Source: an optimization exercise on an open RTL-to-GDS flow (aim: a short achievable clock period and few clock cycles). Production flows keep margins and buffers that such runs may drop.
Only simulation tests tie the RTL to the original design; equivalence was not proved.
Power and IR drop assume default switching activity.

[flow/config.mk]
export PLATFORM = sky130hd
export DESIGN_NAME = cpu_top
export DESIGN_NICKNAME = cpu_top
export VERILOG_FILES = /design/flow/design.v
export SDC_FILE = /design/flow/constraint.sdc
export NUM_CORES = 4
export LEC_CHECK = 0
export CAP_MARGIN = 20
export CORE_MARGIN = 2
export CORE_UTILIZATION = 40
export SLEW_MARGIN = 20
[flow/constraint.sdc]
create_clock -name core_clock -period 9.0 [get_ports {clk}]
set_input_delay 1.8000 -clock core_clock [delete_from_list [all_inputs] [get_ports {clk}]]
set_output_delay 1.8000 -clock core_clock [all_outputs]
set_load 0.01 [all_outputs]
[flow/design.v]
`default_nettype none
package isa_pkg;
        typedef logic [15:0] word_t;
        typedef logic [3:0] reg_idx_t;
        typedef enum logic [3:0] {
                op_add  = 4'd0,
                op_addi = 4'd1,
                op_sub  = 4'd2,
                op_sw   = 4'd5,
                op_lw   = 4'd6,
                op_nand = 4'd8,
                op_beq  = 4'd14,
                op_jump = 4'd15
        } opcode_t;
        localparam int field_width = 4;
        localparam int opcode_lsb = 12;
        localparam int field_c_lsb = 8;
        localparam int field_b_lsb = 4;
        localparam int field_a_lsb = 0;
        localparam int jump_offset_width = 12;
        localparam int reg_count = 16;
endpackage
`default_nettype wire
`timescale 1ns/1ps
`default_nettype none
module cpu_top #(
        parameter logic [15:0] reset_pc = '0
) (
        input  logic        clk,
        input  logic        reset,
        input  logic        run_n,
        input  logic [15:0] sram_d,
        output logic [15:0] sram_addr,
        output logic [15:0] sram_q,
        output logic        sram_we_n
);
        localparam int CI = 4;           
        localparam int CN = 1 << CI;     
        localparam int TW = 16 - CI;     
        logic [15:0] addr_q;
        logic [15:0] q_q;
        logic        we_n_q;
        logic        bus_fetch;
        logic        bus_load;
        logic [3:0]  ld_c;
        logic [15:0] fpc;
        logic [15:0] ir;
        logic [15:0] ir_pc;
        logic        ir_v;
        logic [3:0]  ir_s1;
        logic        d_add, d_addi, d_sub, d_nand, d_sw, d_lw, d_beq, d_j;
        logic [15:0] regs [16];
        logic          c_v   [CN];
        logic [TW-1:0] c_tag [CN];
        logic [15:0]   c_dat [CN];
        logic          c_pt  [CN];
        logic [15:0]   c_tgt [CN];
        logic [3:0]  fa, fb, fc;
        logic [15:0] r1, rb;
        logic [15:0] ea, sum, diff, alu;
        logic        eq, taken, mispredict;
        logic [15:0] seq, tgt, actual_next;
        logic        smc, smc_f, ld_haz, e_fire, redirect, e_mem, alu_we;
        assign fa = ir[3:0];
        assign fb = ir[7:4];
        assign fc = ir[11:8];
        assign r1 = regs[ir_s1];
        assign rb = regs[fb];
        assign ea   = {12'h000, fa} + rb;
        assign sum  = r1 + rb;
        assign diff = r1 - rb;
        always_comb begin
                if (d_addi)      alu = ea;
                else if (d_sub)  alu = diff;
                else if (d_nand) alu = ~(r1 & rb);
                else             alu = sum;
        end
        assign eq    = (r1 == rb);
        assign taken = d_j | (d_beq & eq);
        assign seq   = ir_pc + 16'd1;
        assign tgt   = ir_pc + (d_j ? {{4{ir[11]}}, ir[11:0]} : {12'h000, fa});
        assign actual_next = taken ? tgt : seq;
        assign mispredict = taken ? (fpc != tgt) : (fpc != seq);
        assign smc   = ~we_n_q & ir_v & (addr_q == ir_pc);
        assign smc_f = ~we_n_q & (addr_q == fpc);
        assign ld_haz = bus_load & (
                ((d_add | d_addi | d_sub | d_nand | d_sw | d_lw | d_beq) & (fb == ld_c)) |
                ((d_add | d_sub | d_nand) & (fa == ld_c)) |
                ((d_add | d_addi | d_sub | d_nand | d_sw | d_beq) & (fc == ld_c)));
        assign e_fire   = ir_v & ~ld_haz & ~smc;
        assign redirect = e_fire & mispredict;
        assign e_mem    = e_fire & (d_lw | d_sw);
        assign alu_we   = e_fire & (d_add | d_addi | d_sub | d_nand);
        logic [CI-1:0] idx;
        logic          hit, avail, ir_free, deliver, pt_in;
        logic [15:0]   instr_in, pnext, fpc_next, addr_next;
        logic [3:0]    op_in;
        assign idx      = fpc[CI-1:0];
        assign hit      = c_v[idx] & (c_tag[idx] == fpc[15:CI]) & ~smc_f;
        assign avail    = hit | bus_fetch;
        assign ir_free  = ~ir_v | e_fire;
        assign deliver  = avail & ir_free & ~redirect & ~smc;
        assign instr_in = bus_fetch ? sram_d : c_dat[idx];
        assign op_in    = instr_in[15:12];
        assign pt_in    = hit & c_pt[idx];
        assign pnext    = pt_in ? c_tgt[idx] : fpc + 16'd1;
        always_comb begin
                if (smc)           fpc_next = ir_pc;
                else if (redirect) fpc_next = actual_next;
                else if (deliver)  fpc_next = pnext;
                else               fpc_next = fpc;
        end
        assign addr_next = e_mem ? ea : fpc_next;
        always_ff @(posedge clk or negedge reset) begin
                if (!reset) begin
                        addr_q    <= reset_pc;
                        q_q       <= '0;
                        we_n_q    <= 1'b1;
                        bus_fetch <= 1'b1;
                        bus_load  <= 1'b0;
                        ld_c      <= '0;
                        fpc       <= reset_pc;
                        ir        <= '0;
                        ir_pc     <= '0;
                        ir_v      <= 1'b0;
                        ir_s1     <= '0;
                        d_add     <= 1'b0;
                        d_addi    <= 1'b0;
                        d_sub     <= 1'b0;
                        d_nand    <= 1'b0;
                        d_sw      <= 1'b0;
                        d_lw      <= 1'b0;
                        d_beq     <= 1'b0;
                        d_j       <= 1'b0;
                end else if (!run_n) begin
                        addr_q    <= addr_next;
                        q_q       <= r1;
                        we_n_q    <= ~(e_fire & d_sw);
                        bus_fetch <= ~e_mem;
                        bus_load  <= e_fire & d_lw;
                        ld_c      <= fc;
                        fpc       <= fpc_next;
                        if (deliver) begin
                                ir     <= instr_in;
                                ir_pc  <= fpc;
                                ir_v   <= 1'b1;
                                ir_s1  <= (op_in == 4'd5 || op_in == 4'd14) ? instr_in[11:8] : instr_in[3:0];
                                d_add  <= (op_in == 4'd0);
                                d_addi <= (op_in == 4'd1);
                                d_sub  <= (op_in == 4'd2);
                                d_nand <= (op_in == 4'd8);
                                d_sw   <= (op_in == 4'd5);
                                d_lw   <= (op_in == 4'd6);
                                d_beq  <= (op_in == 4'd14);
                                d_j    <= (op_in == 4'd15);
                        end else if (e_fire || smc) begin
                                ir_v   <= 1'b0;
                        end
                end
        end
        always_ff @(posedge clk or negedge reset) begin
                if (!reset) begin
                        for (int i = 0; i < 16; i++) begin
                                regs[i] <= '0;
                        end
                end else if (!run_n) begin
                        for (int i = 0; i < 16; i++) begin
                                if (alu_we && fc == i[3:0])
                                        regs[i] <= alu;
                                else if (bus_load && ld_c == i[3:0])
                                        regs[i] <= sram_d;
                        end
                end
        end
        logic [CI-1:0] eidx;
        logic          e_upd;
        assign eidx  = ir_pc[CI-1:0];
        assign e_upd = e_fire & c_v[eidx] & (c_tag[eidx] == ir_pc[15:CI]);
        always_ff @(posedge clk or negedge reset) begin
                if (!reset) begin
                        for (int i = 0; i < CN; i++) begin
                                c_v[i] <= 1'b0;
                        end
                end else if (!run_n) begin
                        for (int i = 0; i < CN; i++) begin
                                if (~we_n_q && addr_q[CI-1:0] == i[CI-1:0] && c_tag[i] == addr_q[15:CI])
                                        c_v[i] <= 1'b0;
                                else if (bus_fetch && !hit && idx == i[CI-1:0])
                                        c_v[i] <= 1'b1;
                        end
                end
        end
        always_ff @(posedge clk) begin
                if (!run_n) begin
                        for (int i = 0; i < CN; i++) begin
                                if (bus_fetch && !hit && idx == i[CI-1:0]) begin
                                        c_tag[i] <= fpc[15:CI];
                                        c_dat[i] <= sram_d;
                                end
                                if (e_upd && eidx == i[CI-1:0]) begin
                                        c_pt[i]  <= taken;
                                        c_tgt[i] <= tgt;
                                end else if (bus_fetch && !hit && idx == i[CI-1:0]) begin
                                        c_pt[i]  <= 1'b0;
                                end
                        end
                end
        end
        assign sram_addr = addr_q;
        assign sram_q    = q_q;
        assign sram_we_n = we_n_q | run_n;
endmodule
`default_nettype wire
[flow/run.sh]
#!/bin/bash
# synth_recipe.tcl (not shown) runs the flow's synth.tcl, then flattens the netlist and writes it again
# the make line also repeats each setting of config.mk as NAME=value (left out here)
make -C /OpenROAD-flow-scripts/flow DESIGN_CONFIG=/design/flow/config.mk WORK_HOME=/design/flow/orfs CLKGATE_MAP_FILE= SYNTH_SCRIPT=/design/flow/synth_recipe.tcl finish
==> results_dict.tcl, run 1 <==
set metrics [dict create \
    r2r_end "d_add$_DFFE_PN0P_" \
    synth_cell_types 104 \
    fin_setup_tns_ns 0 \
    status "finished clean" \
    synth-seq-cells 1088 \
    multi_input_area_mm2 0.0244 \
    cap_violations 0 \
    drt_iter0_drc 9161 \
    clock-sinks 1088 \
    cts_buffers 118 \
    cp_max_fo 67 \
    final-seq-area_mm2 0.0308 \
    min_to "q_q[0]$_DFFE_PN0N_" \
    vdd_ir_drop_max_uv 407 \
    gr-total-overflow 0 \
    hold_viol 0 \
    io_buffers 51 \
    drc_errors 0 \
    synth_area_mm2 0.0569 \
    num_vias 49779 \
    syn_inst 5367 \
    cts_tree "yes" \
    ys.flop_type "edfxtp_1" \
    dpl.hpwl_um 178000 \
    critPathMaxStageDelay_ns 0.92 \
    ys_top_cells_by_area "edfxtp_1 (38%), dfrtp_1 (16%), nand2_1 (3.8%)" \
    antenna_found_initial 10 \
    start_util_pct 40.3 \
    crit_chain "buf_4, nand2_1, nor3_1, buf_4, a32o_1, a211oi_1, a31oi_1, ha_1, or2_2, nor4_4, a21o_1, a21o_1, o32a_1, nand4b_1, or4_4, o21ai_4, nand3_2, buf_4, o41ai_1" \
    power_leakage_uw 0.0229 \
    insertion_delay_ns 0.81 \
    r2r_start "ir[6]$_DFFE_PN0P_" \
    rsz0062_at_grt "no" \
    critPathKind "reg -> reg" \
    grt_max_degree 150 \
    clk_pin_slew_ns 0.07 \
    fillCellCount 13113 \
    critPathLaunchType "register" \
    ios 52 \
    nets 5388 \
    cp-startpoint "ir[6]$_DFFE_PN0P_" \
    final_util_pct 45.3 \
    fin_worst_skew_ns 0.0823 \
    holdPathStages 2 \
    htree_levels 3 \
    rr_worst_depth 19 \
    synthToLayoutAreaGrowth_pct 12.6 \
    placed_cell_area_mm2 0.0601 \
    wire_per_inst_um 37.2 \
    cts_setup_buffers 0 \
    tightest_slew_ns 1.35 \
    yosysSeqAreaShare_pct 54.2 \
    ant_nets 0 \
    syn_area_per_cell_um2 10.6 \
    die_w_um 381 \
    crit_family "compound AO/OA/AOI/OAI gates" \
    critPathArrivalTime_ns 8.23 \
    synth_top_area_share_pct 38.0 \
    crit_path_frequent_cell "buf_4" \
    clockRootBuffer "clkbuf_16" \
    die_h_um 381 \
    worst-path-buf-inv 3 \
    slew_violations 0 \
    power_density_mw_per_mm2 434 \
    hold_path_class "reg -> reg" \
    grtUsageTotal_pct 36.5 \
    placementRows 138 \
    ff2ff_setup_slack_ns 1.47 \
    fin_crit_sh_pct 83.7 \
    crit_required_ns 9.70 \
    avgViaCountPerCell 6.82 \
    synth_edf_count 720 \
    final_cell_area_mm2 0.0641 \
    relSlewSlack_pct 9.83 \
    drt_pass1_iterations 7 \
    clk_path_buf_depth 3 \
    wl_um 272000 \
    synthArstFlopShare_pct 33.8 \
    min-delay-start "q_q[0]$_DFFE_PN0N_" \
    grt_pass1_vias 46151 \
    fmax_ghz 0.133 \
    cts_resized 0 \
    layout_min_cycle_time_ns 7.53 \
    cp_slowest_cell "dfrtp_2" \
    core_mm2 0.141 \
    grt_pass1_wl_um 377000 \
    crit_path_end_kind "register" \
    setup-violations-final 0 \
    gp_congestion 1.06 \
    postCtsHoldBufs 0 \
    die_area_mm2 0.145 \
    yosysTopAreaCell "edfxtp_1" \
    yosysWarnings 7 \
    syn_nets 5448 \
    drive_gt1_share_pct 11.3 \
]
[cell usage in the layout (no fill, tap or decap), types with 50 or more instances in the layout]
| master | instances |
|---|---|
| a221oi_1 | 106 |
| nor4_1 | 50 |
| ha_1 | 55 |
| mux2_2 | 68 |
| o21ai_0 | 254 |
| a22o_1 | 111 |
| clkbuf_16 | 118 |
| a22oi_1 | 280 |
| nand4_1 | 83 |
| edfxtp_1 | 720 |
| inv_1 | 69 |
| o22ai_1 | 73 |
| nand2_1 | 575 |
| xnor2_1 | 205 |
| nand3_1 | 181 |
| nor2_1 | 359 |
| xor2_1 | 109 |
| buf_4 | 217 |
| mux2i_1 | 82 |
| a31oi_1 | 88 |
| dfrtp_1 | 359 |
| a21oi_1 | 311 |
[registers in the layout, indices dropped and copies added, names as in the netlist, 4 cells and up]
signal	count
addr_q	16
c_dat	256
c_pt	16
c_tag	192
c_tgt	256
c_v	16
fpc	16
ir	12
ir_pc	16
ir_s1	4
ld_c	4
q_q	16
regs	256
[cells in the mapped netlist (68+ instances only)]
cell        n
a22o_1    111
a22oi_1   280
mux2_2     68
nand3_1   183
inv_1      70
xnor2_1   205
a221oi_1  106
mux2i_1    82
nor2_1    405
a21oi_1   319
nand2_1   578
xor2_1    109
o21ai_0   254
nand4_1    83
dfrtp_1   366
a31oi_1    88
o22ai_1    73
buf_2      68
clkbuf_1  322
edfxtp_1  720
[worst max-delay path by stage]
| stage | cells past startpoint | to |
|---|---|---|
| 3_3_place_gp | 19 | d_add$_DFFE_PN0P_ |
| 3_5_place_dp | 19 | d_nand$_DFFE_PN0P_ |
| 6_report | 19 | d_add$_DFFE_PN0P_ |
| 5_1_grt | 19 | d_nand$_DFFE_PN0P_ |
| 2_1_floorplan | 21 | fpc[7]$_DFFE_PN0N_ |
| 4_1_cts | 19 | d_nand$_DFFE_PN0P_ |
[cell type report]
class	count	share of cell area, %
Antenna cell	5	0.0195
Clock buffer	149	4.90
Clock inverter	71	1.24
Inverter	72	0.422
Multi-Input combinational cell	3751	38.1
Sequential cell	1088	48.1
Tap cell	1890	3.69
Timing Repair Buffer	276	3.58
[report_power, final]
group	leakage [uW]	internal [uW]	switching (uW)
clock	0.00190	2800	2190
sequential	0.0111	6670	1450
combinational	0.00986	4440	10300
[worst min-delay path, cell delays in order, from the launching register on]
cell     delay [ns]
dfrtp_1        0.35
nand2_1        0.05
o21ai_0        0.06
[per-stage QoR]
step / std cells / hold WS, ns / power [uW] / setup slack, ns
floorplan: 5367 / 0.455 / 15800 / 3.16
global placement: 7076 / 0.467 / 22100 / 1.68
detailed placement: 7076 / 0.475 / 22200 / 1.59
CTS: 7296 / 0.490 / 27200 / 1.66
global route: 7298 / 0.529 / 28500 / 1.14
finish: 7302 / 0.491 / 27800 / 1.47
[logic make-up (layout without fill, tap and decap cells)]
kind of cell               after synthesis  after routing  synth area share, %
adders and majority gates               62             62                 1.42
xor gates and xnor gates               319            319                 5.03
buffers and inverters                  528            568                 3.70
muxes                                  156            156                 2.97
other                                    0              5                    0
AOI/OAI and AO/OA                     1636           1636                 19.9
and+or+nand+nor                       1578           1578                 12.8
DFF                                   1088           1088                 54.2
[routing by layer]
metal	vias to the layer above	global-route usage [%]	share of wire (%)
li1	20258	-	-
met1	24709	51.1	40
met2	4047	50.9	41
met3	759	12.6	14
met4	6	15.8	5.0
met5	-	0.0992	0.028
Testbench counts, summed over its fixed seeds: cycles 28,076.
==> run 2, diff against run 1 <==
--- a/flow/design.v
+++ b/flow/design.v
@@ -92,14 +92,15 @@
         assign e_mem    = e_fire & (d_lw | d_sw);
         assign alu_we   = e_fire & (d_add | d_addi | d_sub | d_nand);
         logic [CI-1:0] idx;
-        logic          hit, avail, ir_free, deliver, pt_in;
+        logic          hit, avail, ir_free, deliver, ir_load, pt_in;
         logic [15:0]   instr_in, pnext, fpc_next, addr_next;
         logic [3:0]    op_in;
         assign idx      = fpc[CI-1:0];
         assign hit      = c_v[idx] & (c_tag[idx] == fpc[15:CI]) & ~smc_f;
         assign avail    = hit | bus_fetch;
         assign ir_free  = ~ir_v | e_fire;
-        assign deliver  = avail & ir_free & ~redirect & ~smc;
+        assign ir_load  = avail & ir_free & ~smc;
+        assign deliver  = ir_load & ~redirect;
         assign instr_in = bus_fetch ? sram_d : c_dat[idx];
         assign op_in    = instr_in[15:12];
         assign pt_in    = hit & c_pt[idx];
@@ -140,10 +141,10 @@
                         bus_load  <= e_fire & d_lw;
                         ld_c      <= fc;
                         fpc       <= fpc_next;
-                        if (deliver) begin
+                        ir_v   <= deliver | (ir_v & ~e_fire & ~smc);
+                        if (ir_load) begin
                                 ir     <= instr_in;
                                 ir_pc  <= fpc;
-                                ir_v   <= 1'b1;
                                 ir_s1  <= (op_in == 4'd5 || op_in == 4'd14) ? instr_in[11:8] : instr_in[3:0];
                                 d_add  <= (op_in == 4'd0);
                                 d_addi <= (op_in == 4'd1);
@@ -153,8 +154,6 @@
                                 d_lw   <= (op_in == 4'd6);
                                 d_beq  <= (op_in == 4'd14);
                                 d_j    <= (op_in == 4'd15);
-                        end else if (e_fire || smc) begin
-                                ir_v   <= 1'b0;
                         end
                 end
         end
--- a/flow/config.mk
+++ b/flow/config.mk
@@ -5,7 +5,9 @@
 export SDC_FILE = /design/flow/constraint.sdc
 export NUM_CORES = 4
 export LEC_CHECK = 0
+export ABC_CLOCK_PERIOD_IN_PS = 3500
 export CAP_MARGIN = 20
 export CORE_MARGIN = 2
 export CORE_UTILIZATION = 40
+export SETUP_SLACK_MARGIN = 5
 export SLEW_MARGIN = 20
==> run 2 against run 1 <==
Still clean on timing, DRC and antenna. Sequential power decreased by 1%. Core utilization up 6.5 points. Die area increased by 0.25%. First-iteration DRC count is 8.9% higher. Design area grew 14%. Synthesized cell count down 0.13%. Worst hold slack barely moved. Synthesized area rose by 0.25%. Routed wire length rose by 5.4%. Critical endpoint is now fpc[8]$_DFFE_PN0N_. Largest cell class unchanged. Largest power group unchanged.
==> results_dict.tcl, run 2 <==
set metrics [dict create \
    status "finished clean" \
    clk_path_buf_depth 3 \
    critPathLaunchType "register" \
    synthArstFlopShare_pct 33.8 \
    grt_pass1_wl_um 386000 \
    synth_edf_count 720 \
    syn_nets 5441 \
    gr-total-overflow 0 \
    critPathArrivalTime_ns 6.23 \
    io_buffers 51 \
    drc_errors 0 \
    antenna_found_initial 13 \
    power_density_mw_per_mm2 386 \
    crit_required_ns 9.69 \
    core_mm2 0.142 \
    cap_violations 0 \
    drt_iter0_drc 9978 \
    die_area_mm2 0.146 \
    layout_common_cells "edfxtp_1 (720), nand2_1 (503), dfrtp_1 (348)" \
    power_leakage_uw 0.0267 \
    nets 5803 \
    yosysSeqAreaShare_pct 54.0 \
    synth_cell_types 97 \
    syn_inst 5360 \
    slew_violations 0 \
    final_common_cell "edfxtp_1" \
    wl_um 287000 \
    min_to "q_q[1]$_DFFE_PN0N_" \
    relSlewSlack_pct 16.5 \
    fmax_ghz 0.181 \
    grtUsageTotal_pct 37.3 \
    setup-violations-final 0 \
    num_vias 53076 \
    avgViaCountPerCell 6.88 \
    clockRootBuffer "clkbuf_16" \
    fin_worst_skew_ns 0.0851 \
    die_h_um 382 \
    insertion_delay_ns 0.80 \
    min-delay-start "q_q[1]$_DFFE_PN0N_" \
    synthTopCellsByCount "edfxtp_1 (720), nand2_1 (550), nor2_1 (378)" \
    crit_path_end_kind "register" \
    cp_max_fo 16 \
    grt_max_degree 132 \
    grt_pass1_vias 48159 \
    synth_area_mm2 0.0571 \
    syn_area_per_cell_um2 10.6 \
    rr_worst_depth 22 \
    yosysWarnings 7 \
    pre_cts_ws_ns 1.74 \
    htree_levels 3 \
    tightest_slew_ns 1.25 \
    layout_min_cycle_time_ns 5.54 \
    drt_pass1_iterations 11 \
    cts_buffers 116 \
    ios 52 \
    reg_top3 "c_dat: 256 flops, c_tgt: 256 flops, regs: 256 flops" \
    synth_most_common_cell "edfxtp_1" \
    clk_pin_slew_ns 0.06 \
    fin_setup_tns_ns 0 \
    holdPathStages 2 \
    wire_per_inst_um 37.1 \
    synth_top_area_share_pct 37.9 \
    r2r_start "ir_s1[3]$_DFFE_PN0P_" \
    yosysTopAreaCell "edfxtp_1" \
    hold_slack_ns 0.491 \
    synth-seq-cells 1088 \
    die_w_um 382 \
    cts_tree "yes" \
    setup_slack_ns 3.46 \
    hold_path_class "reg -> reg" \
    vdd_ir_drop_max_uv 332 \
    r2r_end "fpc[8]$_DFFE_PN0N_" \
    placementRows 138 \
    drive_gt1_share_pct 24.1 \
    fin_crit_sh_pct 61.5 \
    dpl.hpwl_um 173000 \
    rsz0062_at_grt "yes" \
    ys_top_cells_by_area "edfxtp_1 (38%), dfrtp_1 (16%), a22oi_1 (4.5%)" \
    gp_congestion 1.05 \
    ff2ff_setup_slack_ns 3.46 \
    ys.flop_type "edfxtp_1" \
    critPathKind "reg -> reg" \
    ant_nets 0 \
    hold_viol 0 \
    clock-sinks 1088 \
    start_util_pct 40.3 \
    fillCellCount 12274 \
    synthToLayoutAreaGrowth_pct 28.5 \
]
## run 2: changes by cell type in the layout (fill, tap and decap cells not counted), sizes merged, moves of 26 or more
cell / delta
a221oi: -27
o21ai: +43
mux2i: +46
nor2: -26
nand2: -26
a22oi: +63
a22o: -36
buf: +396
## run 2: area by class of cell
| type | count | area, um^2 | share of cell area [%] |
|---|---|---|---|
| well taps | 1890 | 2360 | 3.23 |
| inverters | 73 | 305 | 0.416 |
| multi-input cells | 3748 | 27200 | 37.1 |
| diodes | 6 | 15.0 | 0.0205 |
| clock inverters | 77 | 671 | 0.915 |
| flip-flops and latches | 1088 | 30900 | 42.1 |
| repair buffers | 695 | 8810 | 12.0 |
| clock buffers | 142 | 3040 | 4.15 |
## run 2: kinds of logic (layout without fill, tap and decap cells)
family,after synthesis,count (layout),synth area share [%]
buffers and inverters,529,987,3.66
xor gates and xnor gates,319,319,5.09
and+or+nand+nor,1558,1561,12.7
adders and majority gates,62,62,1.41
DFF,1088,1088,54.0
AOI/OAI and AO/OA,1607,1609,19.3
other,0,6,0
muxes,197,197,3.77
## run 2: metrics by stage
step / utilization (%) / std cells / cell area [um^2] / total power (uW)
6_report: 51.8 / 7719 / 73300 / 28300
5_1_grt: 51.8 / 7715 / 73300 / 28700
4_1_cts: 50.0 / 7584 / 70800 / 25800
3_5_place_dp: 42.7 / 7046 / 60400 / 18700
3_3_place_gp: 42.7 / 7046 / 60400 / 18600
2_1_floorplan: - / 5360 / 57900 / 14100
## run 2: routing by layer
| layer | GRT usage, % | vias to the layer above | part of all wire [%] |
|---|---|---|---|
| met5 | 0.0992 | - | 0.088 |
| met4 | 18.4 | 20 | 6.5 |
| met3 | 15.1 | 1101 | 16 |
| met2 | 51.3 | 4671 | 40 |
| met1 | 50.4 | 26183 | 37 |
| li1 | - | 21101 | - |
## run 2: where the power goes
group          internal (uW)  total, uW  switching, uW  leakage (uW)
Clock                   2590       4770           2180       0.00181
Sequential              6590       8000           1410        0.0113
Combinational           5930      15500           9610        0.0136
## run 2: how the worst max path moves through the flow
stage,startpoint,endpoint,cells past startpoint
after floorplan,ir[4]$_DFFE_PN0P_,addr_q[1]$_DFFE_PN0N_,24
after global placement,ir[6]$_DFFE_PN0P_,addr_q[9]$_DFFE_PN0N_,18
after detailed placement,ir[6]$_DFFE_PN0P_,addr_q[9]$_DFFE_PN0N_,18
after CTS,ir[6]$_DFFE_PN0P_,addr_q[1]$_DFFE_PN0N_,21
after global routing,ir[7]$_DFFE_PN0P_,addr_q[5]$_DFFE_PN0N_,17
final,ir_s1[3]$_DFFE_PN0P_,fpc[8]$_DFFE_PN0N_,22
## run 2: worst max-delay path, cell delays in order (launching register included)
cell and delay [ns]:
dfrtp_2 0.48, buf_4 0.17, nor4_2 0.36, buf_6 0.32, a21oi_1 0.07, nand4_1 0.31, o22a_2 0.27, ha_4 0.23
or4_4 0.57, or2_4 0.29, o2111ai_2 0.19, o211ai_1 0.17, a2111oi_4 0.43, nand4b_1 0.13, a2111o_1 0.35, buf_6 0.14
a21oi_4 0.26, buf_6 0.17, buf_4 0.11, buf_6 0.09, o21ai_2 0.05, a21oi_2 0.16, a2bb2oi_2 0.14
## run 2: timing repair
item,in CTS,in global routing
pin swaps,116,130
gates resized for setup,621,319
buffers inserted,270,110
setup endpoints to repair,1169,1091
gates cloned,49,19
hold buffers,0,0
Testbench counts of run 2, summed over its fixed seeds: cycles 28,076.

## afterwards: timing with drivers on the ports
The flow's constraints put no driver on any port. The routed layouts listed below were extracted and timed again, unchanged, in two steps. Step 1 assumes that a clkbuf_16 drives the clock port and a buf_2 every other input. Step 2, shift: input delay + t, output delay - t, t = (earliest + latest rising clock arrival at the registers) / 2. This alone moves slack from input paths to output paths. Slacks: no drivers / after step 1 / after step 2; pairs: no drivers / after step 1.
| run | t (ns) | setup slack, ns | hold slack, ns | slew at the worst register clock pin (ns) | worst data-port slew with drivers (ns) |
|---|---|---|---|---|---|
| run 1 | 0.852 | 1.470 / 1.470 / 1.470 | 0.491 / 0.491 / 0.491 | 0.07 / 0.07 | 0.05 |
| run 2 | 0.844 | 3.463 / 3.463 / 3.463 | 0.491 / 0.491 / 0.491 | 0.07 / 0.07 | 0.37 |
After both steps setup and hold are still met in every run listed.
